What follows belongs to an exercise in optimizing a design on an open flow for small area and a short achievable clock period; a production flow would make more cautious choices. At most, simulation tests tie the RTL to the original design; equivalence was not proved. No activity file was given, so power comes from the tool's default toggle rates.

==> flow/design.v <==
module tag_wb_buffer #(
    parameter int AW    = 32,
    parameter int DW    = 128,
    parameter int DEPTH = 4
) (
    input  logic                     clk,
    input  logic                     rst,
    input  logic                     wb_valid,
    output logic                     wb_ready,
    input  logic [AW-1:0]            wb_addr,
    input  logic [DW-1:0]            wb_data,
    output logic                     mem_valid,
    input  logic                     mem_ready,
    output logic [AW-1:0]            mem_addr,
    output logic [DW-1:0]            mem_data,
    input  logic                     lk_valid,
    input  logic [AW-1:0]            lk_addr,
    output logic                     lk_rsp,
    output logic                     lk_hit,
    output logic [DW-1:0]            lk_data,
    output logic [$clog2(DEPTH):0]   count
);
    localparam int CW = $clog2(DEPTH) + 1;
    localparam logic [CW-1:0] FULL = CW'(DEPTH);
    logic [AW-1:0]    addr_q [DEPTH];
    logic [DW-1:0]    data_q [DEPTH];
    logic [DEPTH-1:0] v;                
    logic [DEPTH-1:0] q [DEPTH];        
    localparam int GB  = 16;            
    localparam int NMA = AW / GB;
    localparam int NMD = DW / GB;
    localparam int NLD = DW / GB;
    logic [DEPTH-1:0] ma_sel [NMA];     
    logic [DEPTH-1:0] md_sel [NMD];     
    logic [DEPTH-1:0] lk_sel [NLD];     
    logic [DEPTH-1:0] sel_d;
    logic [DEPTH-1:0] ws;               
    logic [DEPTH-1:0] co_m, lk_m;
    logic             wb_acc, retire, co_hit, alloc, wb_lk;
    logic             hdup;             
    logic             hdup_n;
    logic [DEPTH-1:0] wb_eq, lk_eq;     
    logic             wl_eq;            
    logic [DEPTH-1:0] q1 [DEPTH+1];
    logic [DEPTH-1:0] q2 [DEPTH];
    logic [DEPTH-1:0] v_n, sel_n;
    logic [CW-1:0]    cnt_ap, cnt_co;
    logic [AW-1:0]    ma;
    logic [DW-1:0]    md, ld;
    always_comb begin
        wb_ready  = (count != FULL);
        mem_valid = (count != '0);
        wb_acc    = wb_valid && wb_ready;
        retire    = mem_valid && mem_ready;
        ws = '0;
        for (int j = DEPTH - 1; j >= 0; j--) begin
            if (!v[j]) begin
                ws    = '0;
                ws[j] = 1'b1;
            end
        end
        for (int j = 0; j < DEPTH; j++) begin
            co_m[j] = v[j] && !q[0][j] && wb_eq[j];
            lk_m[j] = v[j] && lk_eq[j];
        end
        co_hit = wb_acc && (co_m != '0);
        alloc  = wb_acc && !co_hit;
        cnt_co = retire ? count - 1'b1 : count;
        cnt_ap = (wb_acc && !retire) ? count + 1'b1 : (!wb_acc && retire) ? count - 1'b1 : count;
        wb_lk  = wb_acc && wl_eq;
        hdup_n = !retire && (hdup || (alloc && (wb_eq & v & q[0]) != '0));
        q1[0] = (count == '0) ? ws : q[0];
        for (int k = 1; k < DEPTH; k++)
            q1[k] = (count == CW'(k) || (wb_acc && (q[k] & wb_eq) != '0)) ? ws : q[k];
        q1[DEPTH] = ws;
        for (int k = 0; k < DEPTH; k++) q2[k] = retire ? q1[k+1] : q1[k];
        v_n = v;
        if (co_hit) v_n = v_n & ~co_m;
        if (retire) v_n = v_n & ~q[0];
        if (wb_acc) v_n = v_n | ws;
        if (wb_lk) sel_n = ws;
        else       sel_n = lk_m & (hdup ? ~q[0] : {DEPTH{1'b1}});
        if (!lk_valid) sel_n = '0;
        sel_d = rst ? '0 : sel_n;
        ma = '0;
        md = '0;
        ld = '0;
        for (int j = 0; j < DEPTH; j++) begin
            for (int b = 0; b < AW; b++) ma[b] = ma[b] | (addr_q[j][b] & ma_sel[b / GB][j]);
            for (int b = 0; b < DW; b++) begin
                md[b] = md[b] | (data_q[j][b] & md_sel[b / GB][j]);
                ld[b] = ld[b] | (data_q[j][b] & lk_sel[b / GB][j]);
            end
        end
        mem_addr = ma;
        mem_data = md;
        lk_data  = ld;
    end
    always_ff @(posedge clk) begin
        if (rst) begin
            v      <= '0;
            hdup   <= 1'b0;
            count  <= '0;
            lk_rsp <= 1'b0;
            lk_hit <= 1'b0;
        end else begin
            v <= v_n;
            hdup <= hdup_n;
            count <= co_hit ? cnt_co : cnt_ap;
            lk_rsp <= lk_valid;
            lk_hit <= lk_valid && (wb_lk || lk_m != '0);
        end
    end
    always_ff @(posedge clk) begin
        for (int k = 0; k < DEPTH; k++) q[k] <= q2[k];
    end
    for (genvar j = 0; j < DEPTH; j++) begin : g_cmp
        tag_wb_buffer_eq #(.W(AW)) u_wb (.a(addr_q[j]), .b(wb_addr), .eq(wb_eq[j]));
        tag_wb_buffer_eq #(.W(AW)) u_lk (.a(addr_q[j]), .b(lk_addr), .eq(lk_eq[j]));
    end
    tag_wb_buffer_eq #(.W(AW)) u_wl (.a(wb_addr), .b(lk_addr), .eq(wl_eq));
    for (genvar g = 0; g < NMA; g++) begin : g_ma
        tag_wb_buffer_sel #(.W(DEPTH)) u_sel (.clk(clk), .d(q2[0]), .q(ma_sel[g]));
    end
    for (genvar g = 0; g < NMD; g++) begin : g_md
        tag_wb_buffer_sel #(.W(DEPTH)) u_sel (.clk(clk), .d(q2[0]), .q(md_sel[g]));
    end
    for (genvar g = 0; g < NLD; g++) begin : g_lk
        tag_wb_buffer_sel #(.W(DEPTH)) u_sel (.clk(clk), .d(sel_d), .q(lk_sel[g]));
    end
    always_ff @(posedge clk) begin
        for (int j = 0; j < DEPTH; j++) begin
            if (ws[j]) begin
                addr_q[j] <= wb_addr;
                data_q[j] <= wb_data;
            end
        end
    end
endmodule
module tag_wb_buffer_sel #(
    parameter int W = 4
) (
    input  logic         clk,
    input  logic [W-1:0] d,
    output logic [W-1:0] q
);
    always_ff @(posedge clk) q <= d;
endmodule
module tag_wb_buffer_eq #(
    parameter int W = 32
) (
    input  logic [W-1:0] a,
    input  logic [W-1:0] b,
    output logic         eq
);
    assign eq = (a == b);
endmodule
==> flow/config.mk <==
export PLATFORM = sky130hd
export DESIGN_NAME = tag_wb_buffer
export DESIGN_NICKNAME = tag_wb_buffer
export VERILOG_FILES = /design/flow/design.v
export SDC_FILE = /design/flow/constraint.sdc
export NUM_CORES = 4
export LEC_CHECK = 0
export CAP_MARGIN = 20
export CORE_MARGIN = 2
export CORE_UTILIZATION = 60
export CTS_CLUSTER_DIAMETER = 60
export CTS_CLUSTER_SIZE = 20
export SETUP_SLACK_MARGIN = 3.1
export SLEW_MARGIN = 20
export SYNTH_HIERARCHICAL = 1
export SYNTH_MINIMUM_KEEP_SIZE = 0
==> flow/constraint.sdc <==
create_clock -name core_clock -period 5.5 [get_ports {clk}]
set_input_delay 1.1000 -clock core_clock [delete_from_list [all_inputs] [get_ports {clk}]]
set_output_delay 1.1000 -clock core_clock [all_outputs]
set_load 0.01 [all_outputs]
standard.sh (not shown) runs the stock make flow with config.mk's settings and CLKGATE_MAP_FILE= SYNTH_SCRIPT=/design/flow/synth_recipe.tcl, a recipe that flattens the netlist after the stock synthesis.
==> flow/flow/run.sh <==
#!/bin/bash
# Standard ORFS layout, except that the port buffers are buf_1 cells rather than the
# resizer's default pick (clkdlybuf4s50_1), which is larger and slower.
set -euo pipefail
bash standard.sh "BUFFER_PORTS_ARGS=-buffer_cell sky130_fd_sc_hd__buf_1" finish > make.log 2>&1
The starting point completed with no timing, DRC or antenna violations.
Rerun with:
- SETUP_SLACK_MARGIN: 3.1 -> 2.8
Result: The new run ran to the end with no violations; routed wire length goes down by 15%; final cell count goes down by 5.2%; worst setup slack improves by 0.14 ns; flip-flop and latch count does not change; non-clock buffer count goes down by 194; count of clock-buffer cells in the layout is unchanged; combinational power goes down by 34%.
Rerun with:
- SETUP_SLACK_MARGIN: 2.8 -> 2.9
Outcome: The new run completed without violations; global-route usage goes up by 1.8 points; routed wire length goes up by 18%; worst setup slack loses 0.22 ns; non-clock buffer count goes up by 186; final cell count goes up by 5.2%; area after synthesis is unchanged.

* * *

Starts from the design.v that is shown in full above.
==> flow/config.mk <==
export PLATFORM = sky130hd
export DESIGN_NAME = tag_wb_buffer
export DESIGN_NICKNAME = tag_wb_buffer
export VERILOG_FILES = /design/flow/design.v
export SDC_FILE = /design/flow/constraint.sdc
export NUM_CORES = 4
export LEC_CHECK = 0
export CAP_MARGIN = 20
export CORE_MARGIN = 2
export CORE_UTILIZATION = 60
export CTS_CLUSTER_DIAMETER = 60
export CTS_CLUSTER_SIZE = 20
export SETUP_SLACK_MARGIN = 2.7
export SLEW_MARGIN = 20
export SYNTH_HIERARCHICAL = 1
export SYNTH_MINIMUM_KEEP_SIZE = 0
==> flow/constraint.sdc <==
create_clock -name core_clock -period 5.5 [get_ports {clk}]
set_input_delay 1.1000 -clock core_clock [delete_from_list [all_inputs] [get_ports {clk}]]
set_output_delay 1.1000 -clock core_clock [all_outputs]
set_load 0.01 [all_outputs]
Scripts as last shown in full above: flow/flow/run.sh
The first run completed without violations.
Edit:
Settings changed: CORE_UTILIZATION 60 to 70.
The new run passed the timing, design-rule and antenna checks.
Synthesized cell count does not change.
Combinational power grows by 7.3%.
Critical path depth grows by 8.
Final area grows by 0.33%.
Sequential share of layout area shrinks by 0.26 points.
Count of clock-buffer cells in the layout grows by 5.
Setup slack loses 0.036 ns.
Hold slack gains 0.027 ns.
Wire length grows by 0.66%.
First-iteration DRC count grows by 81%.

* * *

Setup of job 101:
tag_wb_buffer, a different RTL version from the one above (not shown whole).
Size: ~2,400 cells after synthesis, about 740 flip-flops, ~490 I/O pins, about 32,000 µm² of cells after synthesis.
==> flow/config.mk <==
export PLATFORM = sky130hd
export DESIGN_NAME = tag_wb_buffer
export DESIGN_NICKNAME = tag_wb_buffer
export VERILOG_FILES = /design/flow/design.v
export SDC_FILE = /design/flow/constraint.sdc
export NUM_CORES = 4
export LEC_CHECK = 0
export CAP_MARGIN = 20
export CORE_MARGIN = 2
export CORE_UTILIZATION = 60
export CTS_CLUSTER_DIAMETER = 60
export CTS_CLUSTER_SIZE = 20
export SETUP_SLACK_MARGIN = 2.7
export SLEW_MARGIN = 20
export SYNTH_HIERARCHICAL = 1
export SYNTH_MINIMUM_KEEP_SIZE = 0
==> flow/constraint.sdc <==
create_clock -name core_clock -period 5.5 [get_ports {clk}]
set_input_delay 1.1000 -clock core_clock [delete_from_list [all_inputs] [get_ports {clk}]]
set_output_delay 1.1000 -clock core_clock [all_outputs]
set_load 0.01 [all_outputs]
Scripts as last shown in full above: flow/flow/run.sh
Job 101 was carried through to the last stage, and its layout satisfied the timing, design-rule and antenna checks.
Here is what was changed in the inputs of job 102 compared with job 101.
-- flow/config.mk --
<<< job 101, line 12
export CTS_CLUSTER_SIZE = 20
export SETUP_SLACK_MARGIN = 2.7
export SLEW_MARGIN = 20
>>> job 102, line 12
export CTS_CLUSTER_SIZE = 20
export SETUP_SLACK_MARGIN = 2.5
export SLEW_MARGIN = 20
--- outcome ---
[compare] base=job 101 new=job 102: mux share of post-synthesis cell area did not really move; setup slack now sits higher.
Job 101 → job 102: number of unique standard cell types used by synthesis did not really move, total non-filler cell area in the finished layout shrank by 1.9%, final cell count has decreased.
Count of plain and timing-repair buffers was lower in job 102 than in job 101.
Sort job 102 and job 101 by utilization after layout, ascending, and job 102 comes first.
Via count: job 102 vs job 101 down 0.85%
Compared with job 101, in job 102 actual slew at the worst max-slew pin rose 0.026 ns; flop-to-flop setup slack rose 0.05 ns; routed wire length fell about 0.8%.
No functional check of the RTL was part of any run of this note.

* * *

## run A
Another version of the RTL of tag_wb_buffer (not shown whole).
Size in the first run: about 490 I/O pins, roughly 31,000 µm² of cells after synthesis.
==> flow/design.v (excerpt) <==
module tag_wb_buffer #(
    parameter int AW    = 32,
    parameter int DW    = 128,
    parameter int DEPTH = 4
) (
    input  logic                     clk,
    input  logic                     rst,
    input  logic                     wb_valid,
    output logic                     wb_ready,
    input  logic [AW-1:0]            wb_addr,
    input  logic [DW-1:0]            wb_data,
    output logic                     mem_valid,
    input  logic                     mem_ready,
    output logic [AW-1:0]            mem_addr,
    output logic [DW-1:0]            mem_data,
    input  logic                     lk_valid,
    input  logic [AW-1:0]            lk_addr,
    output logic                     lk_rsp,
    output logic                     lk_hit,
    output logic [DW-1:0]            lk_data,
    output logic [$clog2(DEPTH):0]   count
);
Settings: LEC_CHECK=0, CAP_MARGIN=20, CORE_MARGIN=2, CORE_UTILIZATION=60, CTS_CLUSTER_DIAMETER=60, CTS_CLUSTER_SIZE=20, SETUP_SLACK_MARGIN=2.5, SLEW_MARGIN=20, SYNTH_HIERARCHICAL=1, SYNTH_MINIMUM_KEEP_SIZE=0; clock period 5.5 ns.
Scripts as last shown in full above: flow/flow/run.sh
For run B, these inputs were changed with respect to run A:
# run A
export LEC_CHECK = 0
export CAP_MARGIN = 20
export CORE_MARGIN = 2
export CORE_UTILIZATION = 60
export CTS_CLUSTER_DIAMETER = 60
export CTS_CLUSTER_SIZE = 20
export SETUP_SLACK_MARGIN = 2.5
export SLEW_MARGIN = 20
export SYNTH_HIERARCHICAL = 1
export SYNTH_MINIMUM_KEEP_SIZE = 0
create_clock -name core_clock -period 5.5 [get_ports {clk}]
# run B
export LEC_CHECK = 0
export CAP_MARGIN = 20
export CORE_MARGIN = 2
export CORE_UTILIZATION = 60
export CTS_CLUSTER_DIAMETER = 60
export CTS_CLUSTER_SIZE = 20
export SETUP_SLACK_MARGIN = 2.8
export SLEW_MARGIN = 20
export SYNTH_HIERARCHICAL = 1
export SYNTH_MINIMUM_KEEP_SIZE = 0
create_clock -name core_clock -period 5.5 [get_ports {clk}]
==> comparison <==
Compared with run A, cell area in run B increased by more than 10%. The clock-pin transition on the worst setup and hold timing paths was comparable across run B and run A. Compared with run A, in run B setup slack of the most critical reg-to-reg path now smaller; worst ir drop on vdd now larger; proportion of cell area occupied by registers now smaller. Comparing run B against run A, there is no change at all in detailed-routing iteration count for the pre-antenna-repair pass. Total power, run B vs run A: up by more than 10%. Reported for run B and run A, flip-flop and latch count turned out identical to the last digit. Combinational share of power up 12 points in run B wrt run A. Going from run A to run B, area used by sequential logic in the layout roughly the same; count of clock-buffer cells in the layout lower.
Modified inputs, run C compared to run B
# run B
export LEC_CHECK = 0
export CAP_MARGIN = 20
export CORE_MARGIN = 2
export CORE_UTILIZATION = 60
export CTS_CLUSTER_DIAMETER = 60
export CTS_CLUSTER_SIZE = 20
export SETUP_SLACK_MARGIN = 2.8
export SLEW_MARGIN = 20
export SYNTH_HIERARCHICAL = 1
export SYNTH_MINIMUM_KEEP_SIZE = 0
create_clock -name core_clock -period 5.5 [get_ports {clk}]
# run C
export LEC_CHECK = 0
export CAP_MARGIN = 20
export CORE_MARGIN = 2
export CORE_UTILIZATION = 60
export CTS_CLUSTER_DIAMETER = 60
export CTS_CLUSTER_SIZE = 20
export SETUP_SLACK_MARGIN = 2.65
export SLEW_MARGIN = 20
export SYNTH_HIERARCHICAL = 1
export SYNTH_MINIMUM_KEEP_SIZE = 0
create_clock -name core_clock -period 5.5 [get_ports {clk}]
Findings:
Compared with run B, in run C clock skew shows an increase of 0.0047 ns; end-of-flow core utilization has decreased; sequential cell area in the final layout now sits at about the same level. Run C against run B: internal power component -9.1%, aggregate routed wire length -12%, final hold slack -0.032 ns. A last element of the critical path of lk_data[71] is what run C shows, while q[1][0]$_DFF_P_ belongs to run B. Higher switching portion of total power among run C and run B: run B.

* * *

Another version of the RTL of tag_wb_buffer (not shown whole).
Size: ~2400 cells after synthesis, about 32000 um2 of cells after synthesis.
Settings: LEC_CHECK=0, CAP_MARGIN=20, CORE_MARGIN=2, CORE_UTILIZATION=60, CTS_CLUSTER_DIAMETER=60, CTS_CLUSTER_SIZE=20, SETUP_SLACK_MARGIN=2.9, SLEW_MARGIN=20, SYNTH_HIERARCHICAL=1, SYNTH_MINIMUM_KEEP_SIZE=0, TNS_END_PERCENT=0; clock period 5.5 ns.
Scripts as last shown in full above: flow/flow/run.sh
Next try:
- SETUP_SLACK_MARGIN: 2.9 -> 2.7
After rerunning: Total power decreases by about 1.5%; core utilization decreases by 1.1 points; cell area decreases by 1.6%; non-clock buffer count decreases by 21; setup slack got worse by 91 ps; die area does not change; global-route usage decreases by 0.20 points; hold slack improved by 6.8 ps; register-to-register slack got worse by 80 ps.
Next try:
- SETUP_SLACK_MARGIN: 2.7 -> 2.5
- TNS_END_PERCENT: 0 -> default
Outcome: The new run produced a clean layout; maximum frequency goes down by 3.1%; global-route usage goes up by 0.67 points; utilization goes down by 0.23 points; area after synthesis stays the same; first-iteration DRC count goes up by 7.2%.

==> static timing again, ports no longer ideal <==
No port has a modelled driver above. Below, the same layouts with a new extraction and two added sets of constraints. Step 1: set_driving_cell puts a clkbuf_16 on clk and a buf_2 on each other input, an assumption about the parent block. Step 2 moves the port delays by t, midway between the first and last clock arrival at a register: inputs arrive t later, outputs are due t later. That takes back most of the time a late clock gives input paths. a / b / c = no drivers / after step 1 / after step 2; a / b = the first two.
run | t, ns | slack for setup (ns) | clock arrival spread, ns | worst data-port slew with drivers (ns)
the first run of note 1 | 0.682 | 2.617 / 2.613 / 1.931 | 0.040 / 0.040 | 0.13
the second run of note 1 | 0.665 | 2.761 / 2.714 / 2.101 | 0.031 / 0.031 | 0.11
the third run of note 1 | 0.685 | 2.536 / 2.466 / 1.865 | 0.045 / 0.046 | 0.18
the first run of note 2 | 0.664 | 2.726 / 2.661 / 2.118 | 0.026 / 0.026 | 0.11
the second run of note 2 | 0.668 | 2.690 / 2.641 / 1.987 | 0.028 / 0.028 | 0.13
job 101 | 0.677 | 2.361 / 2.375 / 1.697 | 0.019 / 0.019 | 0.11
job 102 | 0.674 | 2.366 / 2.384 / 1.710 | 0.023 / 0.024 | 0.11
run A | 0.671 | 2.511 / 2.463 / 1.876 | 0.031 / 0.030 | 0.13
run B | 0.667 | 2.425 / 2.465 / 1.798 | 0.031 / 0.031 | 0.17
run C | 0.677 | 2.593 / 2.531 / 1.960 | 0.035 / 0.036 | 0.12
the first run of note 5 | 0.683 | 2.656 / 2.671 / 1.988 | 0.034 / 0.034 | 0.15
the second run of note 5 | 0.680 | 2.565 / 2.521 / 1.893 | 0.028 / 0.028 | 0.15
the third run of note 5 | 0.686 | 2.472 / 2.465 / 1.865 | 0.036 / 0.036 | 0.11
After both steps setup and hold are still met in every run listed. The setup slack of the second run of note 2, which loses most, moves by -0.049 ns with the drivers and by -0.703 ns with both steps.
